This is an optimization exercise on Yosys and OpenROAD, whose aim is small area, a short achievable clock period and few clock cycles per item, not a production implementation. Where RTL was checked, it was by simulation tests only, not by an equivalence proof against the original. No activity file was given, so power comes from the tool's default toggle rates.

==> module bch_berlekamp, before the edit <==
module bch_berlekamp (
	input                          clk,
	input                          rstn,
	input                          i_valid,
	output                         o_take,
	output                         o_free_next,
	input  [7:0]                   i_s1,
	input  [7:0]                   i_s3,
	input                          i_is63,
	output logic                   o_finish,
	output [8-1:0]        o_odata
);
	logic       s_idle, s_a, s_b, s_c, s_e1, s_e2, s_add, s_sort, s_o0, s_o1;
	logic       n_idle, n_a, n_b, n_c, n_e1, n_e2, n_add, n_sort, n_o0, n_o1;
	logic [2:0] j_q;
	logic       is63_q;
	logic [7:0] z_q;
	logic [7:0] r_q;
	logic [7:0] a_q;
	logic       first_q;
	logic       valid_q;
	logic       hit_q;
	logic       zero_q;
	logic [4:0] gi_q;
	logic       hit_n;
	logic [4:0] gi_n;
	logic       zero;
	logic       found;
	logic [7:0] l;
	logic [7:0] z_step;
	logic       srch;
	logic [7:0] r_sq;
	logic [7:0] r_exp;
	logic [1:0] a_bits;
	logic       b_last;
	logic [7:0] y;
	logic [7:0] s1_red;
	logic [7:0] s3_red;
	logic [7:0] add_in;
	logic [7:0] p;
	logic       lt;
	logic       load;
	logic       is63_n;
	assign zero = zero_q;
	assign found = valid_q && (hit_q || zero);
	assign l = zero ? 8'd255 : {gi_q, j_q};
	always_comb begin
		if (is63_q) begin
			a_bits = {a_q[3'd5 - {j_q[1:0], 1'b0}], a_q[3'd4 - {j_q[1:0], 1'b0}]};
			r_sq = bch_pkg::lin(r_q, bch_pkg::M_SQ_63);
			y = bch_pkg::lin(r_q, bch_pkg::M_LT_63) ^ bch_pkg::L1_63;
			b_last = (j_q == 3'd2);
		end else begin
			a_bits = {a_q[3'd7 - {j_q[1:0], 1'b0}], a_q[3'd6 - {j_q[1:0], 1'b0}]};
			r_sq = bch_pkg::lin(r_q, bch_pkg::M_SQ_255);
			y = bch_pkg::lin(r_q, bch_pkg::M_LT_255) ^ bch_pkg::L1_255;
			b_last = (j_q == 3'd3);
		end
		r_exp = a_bits[0] ? bch_pkg::div_x3(is63_q, r_sq) : r_sq;
		if (a_bits[1]) r_exp = bch_pkg::div_x3(is63_q, bch_pkg::div_x3(is63_q, r_exp));
		z_step = bch_pkg::div_a(is63_q, z_q);
		if (i_is63) begin
			s1_red = bch_pkg::lin(i_s1, bch_pkg::M_R1_63);
			s3_red = bch_pkg::lin(i_s3, bch_pkg::M_R3_63);
		end else begin
			s1_red = i_s1;
			s3_red = i_s3;
		end
	end
	assign add_in = first_q ? r_q : z_q;
	assign p = bch_pkg::add_mod(is63_q, a_q, add_in);
	assign lt = (r_q < z_q);
	assign load = (s_idle || s_o1) && i_valid;
	assign o_take = load;
	always_comb begin
		n_idle = (s_idle || s_o1) && !i_valid;
		n_a = load || (s_a && !found);
		n_b = (s_a && found && !zero) || (s_b && !b_last);
		n_c = s_b && b_last;
		n_e1 = s_c || (s_e1 && !found);
		n_e2 = (s_e1 && found) || (s_e2 && !found);
		n_add = s_e2 && found;
		n_sort = s_add;
		n_o0 = s_sort || (s_a && found && zero);
		n_o1 = s_o0;
	end
	assign o_free_next = n_idle || n_o1;
	assign is63_n = load ? i_is63 : is63_q;
	bch_chien u_search (
		.i_z    (z_q),
		.i_is63 (is63_q),
		.o_hit  (hit_n),
		.o_i    (gi_n)
	);
	always_ff @(posedge clk or negedge rstn) begin
		if (!rstn) begin
			s_idle <= 1'b1;
			s_a <= 1'b0;
			s_b <= 1'b0;
			s_c <= 1'b0;
			s_e1 <= 1'b0;
			s_e2 <= 1'b0;
			s_add <= 1'b0;
			s_sort <= 1'b0;
			s_o0 <= 1'b0;
			s_o1 <= 1'b0;
			o_finish <= 1'b0;
		end else begin
			s_idle <= n_idle;
			s_a <= n_a;
			s_b <= n_b;
			s_c <= n_c;
			s_e1 <= n_e1;
			s_e2 <= n_e2;
			s_add <= n_add;
			s_sort <= n_sort;
			s_o0 <= n_o0;
			s_o1 <= n_o1;
			o_finish <= n_o0 || n_o1;
		end
	end
	always_ff @(posedge clk) begin
		hit_q <= hit_n;
		zero_q <= (z_q == 8'd0);
		gi_q <= gi_n;
		if (load || s_c || (s_e1 && found)) begin
			j_q <= 3'd7;
		end else if (s_a && found) begin
			j_q <= 3'd0;
		end else begin
			j_q <= j_q + 3'd1;
		end
		first_q <= s_e1 && found;
		is63_q <= is63_n;
		if (s_a && found) begin
			a_q <= l;
		end
		valid_q <= (s_a || s_e1 || s_e2) && !found;
		if (s_add) begin
			z_q <= p;
		end else if (s_e2) begin
			z_q <= found ? l : z_step;
		end else if (s_e1) begin
			z_q <= found ? (y ^ 8'd1) : z_step;
		end else if (s_a) begin
			z_q <= (found && zero) ? 8'd255 : z_step;
		end else if (s_c) begin
			z_q <= y;
		end else if (s_o0 || (s_sort && lt)) begin
			z_q <= r_q;
		end else if (load) begin
			z_q <= s1_red;
		end
		if (first_q && r_q != 8'd255) begin
			r_q <= p;
		end else if (s_e1 && found) begin
			r_q <= l;
		end else if (s_b) begin
			r_q <= r_exp;
		end else if (s_sort && lt) begin
			r_q <= z_q;
		end else if (s_a && found && zero) begin
			r_q <= 8'd255;
		end else if (load) begin
			r_q <= s3_red;
		end
	end
	assign o_odata = z_q;
endmodule
export LEC_CHECK = 0
export CAP_MARGIN = 20
export CORE_MARGIN = 2
export CORE_UTILIZATION = 40
export SLEW_MARGIN = 20
create_clock -name core_clock -period 10.0 [get_ports {clk}]
standard.sh (not shown) runs the stock make flow with config.mk's settings and CLKGATE_MAP_FILE= SYNTH_SCRIPT=/design/flow/synth_recipe.tcl, a recipe that flattens the netlist after the stock synthesis.
==> flow/flow/run.sh <==
#!/bin/bash
# Standard layout, with timing repair aiming for 6.5 ns of setup slack at the
# 10 ns clock, so the paths are optimised for a shorter achieved period.
set -euo pipefail
bash standard.sh SETUP_SLACK_MARGIN=6.5 finish > make_finish.log 2>&1
Change:
--- a/flow/design.v
+++ b/flow/design.v
@@ -143,16 +143,15 @@
 	input                          i_is63,
 	output logic                   o_finish,
 	output [8-1:0]        o_odata
 );
-	logic       s_idle, s_a, s_b, s_c, s_e1, s_e2, s_add, s_sort, s_o0, s_o1;
-	logic       n_idle, n_a, n_b, n_c, n_e1, n_e2, n_add, n_sort, n_o0, n_o1;
+	logic       s_idle, s_a, s_b, s_c, s_e1, s_e2, s_sort, s_o0, s_o1;
+	logic       n_idle, n_a, n_b, n_c, n_e1, n_e2, n_sort, n_o0, n_o1;
 	logic [2:0] j_q;
 	logic       is63_q;
 	logic [7:0] z_q;
 	logic [7:0] r_q;
 	logic [7:0] a_q;
-	logic       first_q;
 	logic       valid_q;
 	logic       hit_q;
 	logic       zero_q;
 	logic [4:0] gi_q;
@@ -169,9 +168,8 @@
 	logic       b_last;
 	logic [7:0] y;
 	logic [7:0] s1_red;
 	logic [7:0] s3_red;
-	logic [7:0] add_in;
 	logic [7:0] p;
 	logic       lt;
 	logic       load;
 	logic       is63_n;
@@ -200,10 +198,9 @@
 			s1_red = i_s1;
 			s3_red = i_s3;
 		end
 	end
-	assign add_in = first_q ? r_q : z_q;
-	assign p = bch_pkg::add_mod(is63_q, a_q, add_in);
+	assign p = zero ? 8'd255 : bch_pkg::add_mod(is63_q, a_q, {gi_q, j_q});
 	assign lt = (r_q < z_q);
 	assign load = (s_idle || s_o1) && i_valid;
 	assign o_take = load;
 	always_comb begin
@@ -212,10 +209,9 @@
 		n_b = (s_a && found && !zero) || (s_b && !b_last);
 		n_c = s_b && b_last;
 		n_e1 = s_c || (s_e1 && !found);
 		n_e2 = (s_e1 && found) || (s_e2 && !found);
-		n_add = s_e2 && found;
-		n_sort = s_add;
+		n_sort = s_e2 && found;
 		n_o0 = s_sort || (s_a && found && zero);
 		n_o1 = s_o0;
 	end
 	assign o_free_next = n_idle || n_o1;
@@ -233,9 +229,8 @@
 			s_b <= 1'b0;
 			s_c <= 1'b0;
 			s_e1 <= 1'b0;
 			s_e2 <= 1'b0;
-			s_add <= 1'b0;
 			s_sort <= 1'b0;
 			s_o0 <= 1'b0;
 			s_o1 <= 1'b0;
 			o_finish <= 1'b0;
@@ -245,9 +240,8 @@
 			s_b <= n_b;
 			s_c <= n_c;
 			s_e1 <= n_e1;
 			s_e2 <= n_e2;
-			s_add <= n_add;
 			s_sort <= n_sort;
 			s_o0 <= n_o0;
 			s_o1 <= n_o1;
 			o_finish <= n_o0 || n_o1;
@@ -263,18 +257,15 @@
 			j_q <= 3'd0;
 		end else begin
 			j_q <= j_q + 3'd1;
 		end
-		first_q <= s_e1 && found;
 		is63_q <= is63_n;
 		if (s_a && found) begin
 			a_q <= l;
 		end
 		valid_q <= (s_a || s_e1 || s_e2) && !found;
-		if (s_add) begin
-			z_q <= p;
-		end else if (s_e2) begin
-			z_q <= found ? l : z_step;
+		if (s_e2) begin
+			z_q <= found ? p : z_step;
 		end else if (s_e1) begin
 			z_q <= found ? (y ^ 8'd1) : z_step;
 		end else if (s_a) begin
 			z_q <= (found && zero) ? 8'd255 : z_step;
@@ -284,12 +275,10 @@
 			z_q <= r_q;
 		end else if (load) begin
 			z_q <= s1_red;
 		end
-		if (first_q && r_q != 8'd255) begin
+		if (s_e1 && found) begin
 			r_q <= p;
-		end else if (s_e1 && found) begin
-			r_q <= l;
 		end else if (s_b) begin
 			r_q <= r_exp;
 		end else if (s_sort && lt) begin
 			r_q <= z_q;
Die area went down by 9.0%.
Setup slack improves by 56 ps.
Non-clock buffer count went down by 19.
Count of clock-buffer cells in the layout decreases by 3.
Core utilization rose by 0.34 points.
Critical path depth stays the same.
Testbench counts after the change, summed over its fixed seeds: cycles 14,575, frames 512.
No functional check of the RTL was part of the first run of this note.


Setup of red:
The RTL this note starts from:
==> flow/design.v <==
package bch_pkg;
	localparam logic [63:0] M_A1_63 = 64'h28140a052330180c;  
	localparam logic [63:0] M_R1_63 = 64'h0603201008040201;  
	localparam logic [63:0] M_A3_63 = 64'h092f3c1e0f2c160b;  
	localparam logic [63:0] M_R3_63 = 64'h2e17201008040201;  
	localparam logic [63:0] M_SQ_63 = 64'h00002b121e0b1001;  
	localparam logic [63:0] M_LT_63 = 64'h0000141e341c143a;  
	localparam logic [7:0]  L1_63   = 8'h3a;  
	localparam logic [8:0]  M3_63   = 9'h057;
	localparam int          NPOW_63 = 8;  
	localparam logic [63:0] POW_63 = 64'h1f0d2f0911130c01;
	localparam logic [63:0] M_A1_255 = 64'h261387cde8743a1d;  
	localparam logic [63:0] M_R1_255 = 64'h8040201008040201;  
	localparam logic [63:0] M_A3_255 = 64'hfe7f844221abee77;  
	localparam logic [63:0] M_R3_255 = 64'h8040201008040201;  
	localparam logic [63:0] M_SQ_255 = 64'hcb46918b42771001;  
	localparam logic [63:0] M_LT_255 = 64'hf61002642a242cd6;  
	localparam logic [7:0]  L1_255   = 8'hd6;  
	localparam logic [8:0]  M3_255   = 9'h177;
	localparam int          NPOW_255 = 32;  
	localparam logic [255:0] POW_255 = 256'h1b2cf712c3511c8295e3fce649a84f853b810dd9fefd655f5d466a9d8f4c1d01;
	localparam int Q63 = 8;
	function automatic logic [7:0] lin(input logic [7:0] x, input logic [63:0] m);
		lin = '0;
		for (int i = 0; i < 8; i++) begin
			if (x[i]) lin = lin ^ m[8*i +: 8];
		end
	endfunction
	function automatic logic [7:0] div_a(input logic is63, input logic [7:0] u);
		if (is63) div_a = {2'b00, u[0], u[5:1]} ^ {7'd0, u[0]};
		else div_a = {u[0], u[7:1]} ^ {4'd0, u[0], u[0], u[0], 1'b0};
	endfunction
	function automatic logic [7:0] div_x3(input logic is63, input logic [7:0] u);
		if (is63) div_x3 = 8'((u[0] ? ({1'b0, u} ^ M3_63) : {1'b0, u}) >> 1);
		else div_x3 = 8'((u[0] ? ({1'b0, u} ^ M3_255) : {1'b0, u}) >> 1);
	endfunction
	function automatic logic [7:0] add_mod(input logic is63, input logic [7:0] a,
		input logic [7:0] b);
		logic [7:0] g, t, gg, tt, gn, tn, c;
		logic       w;
		g = a & b;
		t = a ^ b;
		gg = g;
		tt = t;
		for (int d = 1; d < 8; d = d * 2) begin
			gn = gg;
			tn = tt;
			for (int i = d; i < 8; i++) begin
				gn[i] = gg[i] | (tt[i] & gg[i-d]);
				tn[i] = tt[i] & tt[i-d];
			end
			gg = gn;
			tt = tn;
		end
		w = is63 ? (gg[5] | tt[5]) : (gg[7] | tt[7]);
		c[0] = w;
		for (int i = 1; i < 8; i++) begin
			c[i] = gg[i-1] | (tt[i-1] & w);
		end
		add_mod = t ^ c;
		if (is63) add_mod[7:6] = 2'b00;
	endfunction
endpackage
module bch_syndrome (
	input                          clk,
	input                          rstn,
	input                          i_set,
	input  [1:0]                   i_code,
	input  [8-1:0]       i_data,
	output                         o_ready,
	output                         o_valid,
	input                          i_take,
	input                          i_free_next,
	output logic [7:0]             o_s1,
	output logic [7:0]             o_s3,
	output logic                   o_is63
);
	logic [4:0] cnt_q;
	logic       pend_q;
	logic       busy;
	logic       rdy_q;
	logic       pend_d;
	logic       en;
	logic       last;
	logic [7:0] bits;
	logic [7:0] s1_fb;
	logic [7:0] s3_fb;
	assign busy = (cnt_q != 5'd0);
	assign en = rdy_q;
	assign o_ready = rdy_q;
	assign pend_d = (en && last) || (pend_q && !i_take);
	assign last = busy && (cnt_q == (o_is63 ? 5'd7 : 5'd31));
	assign o_valid = pend_q;
	always_comb begin
		s1_fb = '0;
		s3_fb = '0;
		if (busy) begin
			if (o_is63) begin
				s1_fb = bch_pkg::lin(o_s1, bch_pkg::M_A1_63);
				s3_fb = bch_pkg::lin(o_s3, bch_pkg::M_A3_63);
			end else begin
				s1_fb = bch_pkg::lin(o_s1, bch_pkg::M_A1_255);
				s3_fb = bch_pkg::lin(o_s3, bch_pkg::M_A3_255);
			end
		end
		bits = {i_data[7] & busy, i_data[6:0]};
	end
	always_ff @(posedge clk or negedge rstn) begin
		if (!rstn) begin
			cnt_q <= '0;
			pend_q <= 1'b0;
			rdy_q <= 1'b1;
		end else begin
			if (busy) begin
				if (en) begin
					cnt_q <= last ? 5'd0 : cnt_q + 5'd1;
				end
			end else begin
				cnt_q <= {4'd0, en && i_set};
			end
			pend_q <= pend_d;
			rdy_q <= !pend_d || i_free_next;
		end
	end
	always_ff @(posedge clk) begin
		if (en) begin
			o_s1 <= s1_fb ^ bits;
			o_s3 <= s3_fb ^ bits;
			if (!busy) begin
				o_is63 <= (i_code == 2'd1);
			end
		end
	end
endmodule
module bch_berlekamp (
	input                          clk,
	input                          rstn,
	input                          i_valid,
	output                         o_take,
	output                         o_free_next,
	input  [7:0]                   i_s1,
	input  [7:0]                   i_s3,
	input                          i_is63,
	output logic                   o_finish,
	output [8-1:0]        o_odata
);
	logic       s_idle, s_a, s_b, s_c, s_e1, s_e2, s_add, s_sort, s_o0, s_o1;
	logic       n_idle, n_a, n_b, n_c, n_e1, n_e2, n_add, n_sort, n_o0, n_o1;
	logic [2:0] j_q;
	logic       is63_q;
	logic [7:0] z_q;
	logic [7:0] r_q;
	logic [7:0] a_q;
	logic       first_q;
	logic       valid_q;
	logic       hit_q;
	logic       zero_q;
	logic [4:0] gi_q;
	logic       hit_n;
	logic [4:0] gi_n;
	logic       zero;
	logic       found;
	logic [7:0] l;
	logic [7:0] z_step;
	logic       srch;
	logic [7:0] r_sq;
	logic [7:0] r_exp;
	logic [1:0] a_bits;
	logic       b_last;
	logic [7:0] y;
	logic [7:0] s1_red;
	logic [7:0] s3_red;
	logic [7:0] add_in;
	logic [7:0] p;
	logic       lt;
	logic       load;
	logic       is63_n;
	assign zero = zero_q;
	assign found = valid_q && (hit_q || zero);
	assign l = zero ? 8'd255 : {gi_q, j_q};
	always_comb begin
		if (is63_q) begin
			a_bits = {a_q[3'd5 - {j_q[1:0], 1'b0}], a_q[3'd4 - {j_q[1:0], 1'b0}]};
			r_sq = bch_pkg::lin(r_q, bch_pkg::M_SQ_63);
			y = bch_pkg::lin(r_q, bch_pkg::M_LT_63) ^ bch_pkg::L1_63;
			b_last = (j_q == 3'd2);
		end else begin
			a_bits = {a_q[3'd7 - {j_q[1:0], 1'b0}], a_q[3'd6 - {j_q[1:0], 1'b0}]};
			r_sq = bch_pkg::lin(r_q, bch_pkg::M_SQ_255);
			y = bch_pkg::lin(r_q, bch_pkg::M_LT_255) ^ bch_pkg::L1_255;
			b_last = (j_q == 3'd3);
		end
		r_exp = a_bits[0] ? bch_pkg::div_x3(is63_q, r_sq) : r_sq;
		if (a_bits[1]) r_exp = bch_pkg::div_x3(is63_q, bch_pkg::div_x3(is63_q, r_exp));
		z_step = bch_pkg::div_a(is63_q, z_q);
		if (i_is63) begin
			s1_red = bch_pkg::lin(i_s1, bch_pkg::M_R1_63);
			s3_red = bch_pkg::lin(i_s3, bch_pkg::M_R3_63);
		end else begin
			s1_red = i_s1;
			s3_red = i_s3;
		end
	end
	assign add_in = first_q ? r_q : z_q;
	assign p = bch_pkg::add_mod(is63_q, a_q, add_in);
	assign lt = (r_q < z_q);
	assign load = (s_idle || s_o1) && i_valid;
	assign o_take = load;
	always_comb begin
		n_idle = (s_idle || s_o1) && !i_valid;
		n_a = load || (s_a && !found);
		n_b = (s_a && found && !zero) || (s_b && !b_last);
		n_c = s_b && b_last;
		n_e1 = s_c || (s_e1 && !found);
		n_e2 = (s_e1 && found) || (s_e2 && !found);
		n_add = s_e2 && found;
		n_sort = s_add;
		n_o0 = s_sort || (s_a && found && zero);
		n_o1 = s_o0;
	end
	assign o_free_next = n_idle || n_o1;
	assign is63_n = load ? i_is63 : is63_q;
	bch_chien u_search (
		.i_z    (z_q),
		.i_is63 (is63_q),
		.o_hit  (hit_n),
		.o_i    (gi_n)
	);
	always_ff @(posedge clk or negedge rstn) begin
		if (!rstn) begin
			s_idle <= 1'b1;
			s_a <= 1'b0;
			s_b <= 1'b0;
			s_c <= 1'b0;
			s_e1 <= 1'b0;
			s_e2 <= 1'b0;
			s_add <= 1'b0;
			s_sort <= 1'b0;
			s_o0 <= 1'b0;
			s_o1 <= 1'b0;
			o_finish <= 1'b0;
		end else begin
			s_idle <= n_idle;
			s_a <= n_a;
			s_b <= n_b;
			s_c <= n_c;
			s_e1 <= n_e1;
			s_e2 <= n_e2;
			s_add <= n_add;
			s_sort <= n_sort;
			s_o0 <= n_o0;
			s_o1 <= n_o1;
			o_finish <= n_o0 || n_o1;
		end
	end
	always_ff @(posedge clk) begin
		hit_q <= hit_n;
		zero_q <= (z_q == 8'd0);
		gi_q <= gi_n;
		if (load || s_c || (s_e1 && found)) begin
			j_q <= 3'd7;
		end else if (s_a && found) begin
			j_q <= 3'd0;
		end else begin
			j_q <= j_q + 3'd1;
		end
		first_q <= s_e1 && found;
		is63_q <= is63_n;
		if (s_a && found) begin
			a_q <= l;
		end
		valid_q <= (s_a || s_e1 || s_e2) && !found;
		if (s_add) begin
			z_q <= p;
		end else if (s_e2) begin
			z_q <= found ? l : z_step;
		end else if (s_e1) begin
			z_q <= found ? (y ^ 8'd1) : z_step;
		end else if (s_a) begin
			z_q <= (found && zero) ? 8'd255 : z_step;
		end else if (s_c) begin
			z_q <= y;
		end else if (s_o0 || (s_sort && lt)) begin
			z_q <= r_q;
		end else if (load) begin
			z_q <= s1_red;
		end
		if (first_q && r_q != 8'd255) begin
			r_q <= p;
		end else if (s_e1 && found) begin
			r_q <= l;
		end else if (s_b) begin
			r_q <= r_exp;
		end else if (s_sort && lt) begin
			r_q <= z_q;
		end else if (s_a && found && zero) begin
			r_q <= 8'd255;
		end else if (load) begin
			r_q <= s3_red;
		end
	end
	assign o_odata = z_q;
endmodule
module bch_chien (
	input  [7:0]                   i_z,
	input                          i_is63,
	output logic                   o_hit,
	output logic [4:0]             o_i
);
	always_comb begin
		o_hit = 1'b0;
		o_i = '0;
		if (i_is63) begin
			for (int i = 0; i < bch_pkg::NPOW_63; i++) begin
				if (i_z == bch_pkg::POW_63[8*i +: 8]) begin
					o_hit = 1'b1;
					o_i = o_i | 5'(i);
				end
			end
		end else begin
			for (int i = 0; i < bch_pkg::NPOW_255; i++) begin
				if (i_z == bch_pkg::POW_255[8*i +: 8]) begin
					o_hit = 1'b1;
					o_i = o_i | 5'(i);
				end
			end
		end
	end
endmodule
module bch_decoder (
	input                      clk,
	input                      rstn,
	input                      i_set,
	input  [1:0]               i_code,
	input  [8-1:0]   i_data,
	output                     o_ready,
	output                     o_finish,
	output [8-1:0]    o_odata
);
	logic       syn_valid;
	logic       syn_take;
	logic       free_next;
	logic [7:0] s1;
	logic [7:0] s3;
	logic       is63;
	bch_syndrome u_syndrome (
		.clk     (clk),
		.rstn    (rstn),
		.i_set   (i_set),
		.i_code  (i_code),
		.i_data  (i_data),
		.o_ready (o_ready),
		.o_valid (syn_valid),
		.i_take  (syn_take),
		.i_free_next (free_next),
		.o_s1    (s1),
		.o_s3    (s3),
		.o_is63  (is63)
	);
	bch_berlekamp u_solver (
		.clk      (clk),
		.rstn     (rstn),
		.i_valid  (syn_valid),
		.o_take   (syn_take),
		.o_free_next (free_next),
		.i_s1     (s1),
		.i_s3     (s3),
		.i_is63   (is63),
		.o_finish (o_finish),
		.o_odata  (o_odata)
	);
endmodule
export LEC_CHECK = 0
export CAP_MARGIN = 20
export CORE_MARGIN = 2
export CORE_UTILIZATION = 40
export SLEW_MARGIN = 20
create_clock -name core_clock -period 10.0 [get_ports {clk}]
==> flow/flow/run.sh <==
#!/bin/bash
# Standard layout, with timing repair aiming for 7 ns of setup slack at the
# 10 ns clock, so the paths are optimised for a shorter achieved period.
set -euo pipefail
bash standard.sh SETUP_SLACK_MARGIN=7 finish > make_finish.log 2>&1
Edits applied to the flow inputs when going from red to blue:
==> flow/design.v, changed modules only <==
module bch_berlekamp (
	input                          clk,
	input                          rstn,
	input                          i_valid,
	output                         o_take,
	output                         o_free_next,
	input  [7:0]                   i_s1,
	input  [7:0]                   i_s3,
	input                          i_is63,
	output logic                   o_finish,
	output [8-1:0]        o_odata
);
	logic       s_idle, s_a, s_b, s_c, s_e1, s_e2, s_sort, s_o0, s_o1;
	logic       n_idle, n_a, n_b, n_c, n_e1, n_e2, n_sort, n_o0, n_o1;
	logic [2:0] j_q;
	logic       is63_q;
	logic [7:0] z_q;
	logic [7:0] r_q;
	logic [7:0] a_q;
	logic       valid_q;
	logic       hit_q;
	logic       zero_q;
	logic [4:0] gi_q;
	logic       hit_n;
	logic [4:0] gi_n;
	logic       zero;
	logic       found;
	logic [7:0] l;
	logic [7:0] z_step;
	logic       srch;
	logic [7:0] r_sq;
	logic [7:0] r_exp;
	logic [1:0] a_bits;
	logic       b_last;
	logic [7:0] y;
	logic [7:0] s1_red;
	logic [7:0] s3_red;
	logic [7:0] p;
	logic       lt;
	logic       load;
	logic       is63_n;
	assign zero = zero_q;
	assign found = valid_q && (hit_q || zero);
	assign l = zero ? 8'd255 : {gi_q, j_q};
	always_comb begin
		if (is63_q) begin
			a_bits = {a_q[3'd5 - {j_q[1:0], 1'b0}], a_q[3'd4 - {j_q[1:0], 1'b0}]};
			r_sq = bch_pkg::lin(r_q, bch_pkg::M_SQ_63);
			y = bch_pkg::lin(r_q, bch_pkg::M_LT_63) ^ bch_pkg::L1_63;
			b_last = (j_q == 3'd2);
		end else begin
			a_bits = {a_q[3'd7 - {j_q[1:0], 1'b0}], a_q[3'd6 - {j_q[1:0], 1'b0}]};
			r_sq = bch_pkg::lin(r_q, bch_pkg::M_SQ_255);
			y = bch_pkg::lin(r_q, bch_pkg::M_LT_255) ^ bch_pkg::L1_255;
			b_last = (j_q == 3'd3);
		end
		r_exp = a_bits[0] ? bch_pkg::div_x3(is63_q, r_sq) : r_sq;
		if (a_bits[1]) r_exp = bch_pkg::div_x3(is63_q, bch_pkg::div_x3(is63_q, r_exp));
		z_step = bch_pkg::div_a(is63_q, z_q);
		if (i_is63) begin
			s1_red = bch_pkg::lin(i_s1, bch_pkg::M_R1_63);
			s3_red = bch_pkg::lin(i_s3, bch_pkg::M_R3_63);
		end else begin
			s1_red = i_s1;
			s3_red = i_s3;
		end
	end
	assign p = zero ? 8'd255 : bch_pkg::add_mod(is63_q, a_q, {gi_q, j_q});
	assign lt = (r_q < z_q);
	assign load = (s_idle || s_o1) && i_valid;
	assign o_take = load;
	always_comb begin
		n_idle = (s_idle || s_o1) && !i_valid;
		n_a = load || (s_a && !found);
		n_b = (s_a && found && !zero) || (s_b && !b_last);
		n_c = s_b && b_last;
		n_e1 = s_c || (s_e1 && !found);
		n_e2 = (s_e1 && found) || (s_e2 && !found);
		n_sort = s_e2 && found;
		n_o0 = s_sort || (s_a && found && zero);
		n_o1 = s_o0;
	end
	assign o_free_next = n_idle || n_o1;
	assign is63_n = load ? i_is63 : is63_q;
	bch_chien u_search (
		.i_z    (z_q),
		.i_is63 (is63_q),
		.o_hit  (hit_n),
		.o_i    (gi_n)
	);
	always_ff @(posedge clk or negedge rstn) begin
		if (!rstn) begin
			s_idle <= 1'b1;
			s_a <= 1'b0;
			s_b <= 1'b0;
			s_c <= 1'b0;
			s_e1 <= 1'b0;
			s_e2 <= 1'b0;
			s_sort <= 1'b0;
			s_o0 <= 1'b0;
			s_o1 <= 1'b0;
			o_finish <= 1'b0;
		end else begin
			s_idle <= n_idle;
			s_a <= n_a;
			s_b <= n_b;
			s_c <= n_c;
			s_e1 <= n_e1;
			s_e2 <= n_e2;
			s_sort <= n_sort;
			s_o0 <= n_o0;
			s_o1 <= n_o1;
			o_finish <= n_o0 || n_o1;
		end
	end
	always_ff @(posedge clk) begin
		hit_q <= hit_n;
		zero_q <= (z_q == 8'd0);
		gi_q <= gi_n;
		if (load || s_c || (s_e1 && found)) begin
			j_q <= 3'd7;
		end else if (s_a && found) begin
			j_q <= 3'd0;
		end else begin
			j_q <= j_q + 3'd1;
		end
		is63_q <= is63_n;
		if (s_a && found) begin
			a_q <= l;
		end
		valid_q <= (s_a || s_e1 || s_e2) && !found;
		if (s_e2) begin
			z_q <= found ? p : z_step;
		end else if (s_e1) begin
			z_q <= found ? (y ^ 8'd1) : z_step;
		end else if (s_a) begin
			z_q <= (found && zero) ? 8'd255 : z_step;
		end else if (s_c) begin
			z_q <= y;
		end else if (s_o0 || (s_sort && lt)) begin
			z_q <= r_q;
		end else if (load) begin
			z_q <= s1_red;
		end
		if (s_e1 && found) begin
			r_q <= p;
		end else if (s_b) begin
			r_q <= r_exp;
		end else if (s_sort && lt) begin
			r_q <= z_q;
		end else if (s_a && found && zero) begin
			r_q <= 8'd255;
		end else if (load) begin
			r_q <= s3_red;
		end
	end
	assign o_odata = z_q;
endmodule
Findings:
blue: PASS, flow complete, no timing, DRC or antenna violations. Taking red as the reference, in blue fraction of the mapped netlist area in adder cells flat; synthesized cell count down 97; number of multi-input logic gates down 82; maximum single-stage delay on the critical path up 0.20 ns. In blue relative to red, number of ordinary and repair buffers in the finished layout had gone down by more than 10%. Worst-path cell with the longest stage delay = edfxtp_1: red; worst-path cell with the longest stage delay = dfstp_4: blue. On blue: internal reg-to-reg setup slack is 0.02 ns higher than what red gave. Diff red -> blue | proportion of power drawn by the clock network | decrease of 2.7 points. Starting utilization of the core area, blue and red, higher one = blue.
Testbench counts of blue, summed over its fixed seeds: cycles 14,575, frames 512.
Function not checked in red: the RTL went through the layout flow alone.

-- what the ideal ports hide --
In the flow no input, the clock included, has a driving cell. The finished layouts below were timed again as built, in two steps.
Step 1 assumes that a clkbuf_16 drives the clock port and a buf_2 every other input.
Step 2 moves the port delays by t, midway between the first and last clock arrival at a register: inputs arrive t later, outputs are due t later. That takes back most of the time a late clock gives input paths.
Three values: ideal ports, drivers, drivers and shift; two values: the first two.
| run | shift t [ns] | slack for setup (ns) | worst hold slack (ns) | latest minus earliest clock arrival (ns) | worst data-port slew with drivers (ns) |
|---|---|---|---|---|---|
| the first run of note 1 | 0.377 | 6.442 / 6.403 / 6.694 | 0.441 / 0.441 / 0.441 | 0.006 / 0.006 | 0.03 |
| the second run of note 1 | 0.387 | 6.498 / 6.455 / 6.660 | 0.428 / 0.428 / 0.428 | 0.011 / 0.011 | 0.03 |
| red | 0.373 | 6.875 / 6.835 / 6.827 | 0.438 / 0.438 / 0.438 | 0.008 / 0.008 | 0.03 |
| blue | 0.382 | 6.932 / 6.894 / 6.874 | 0.435 / 0.435 / 0.435 | 0.004 / 0.004 | 0.03 |
After both steps setup and hold are still met in every run listed. For blue, which loses most, drivers alone change the setup slack by -0.038 ns; drivers and shift together by -0.058 ns.
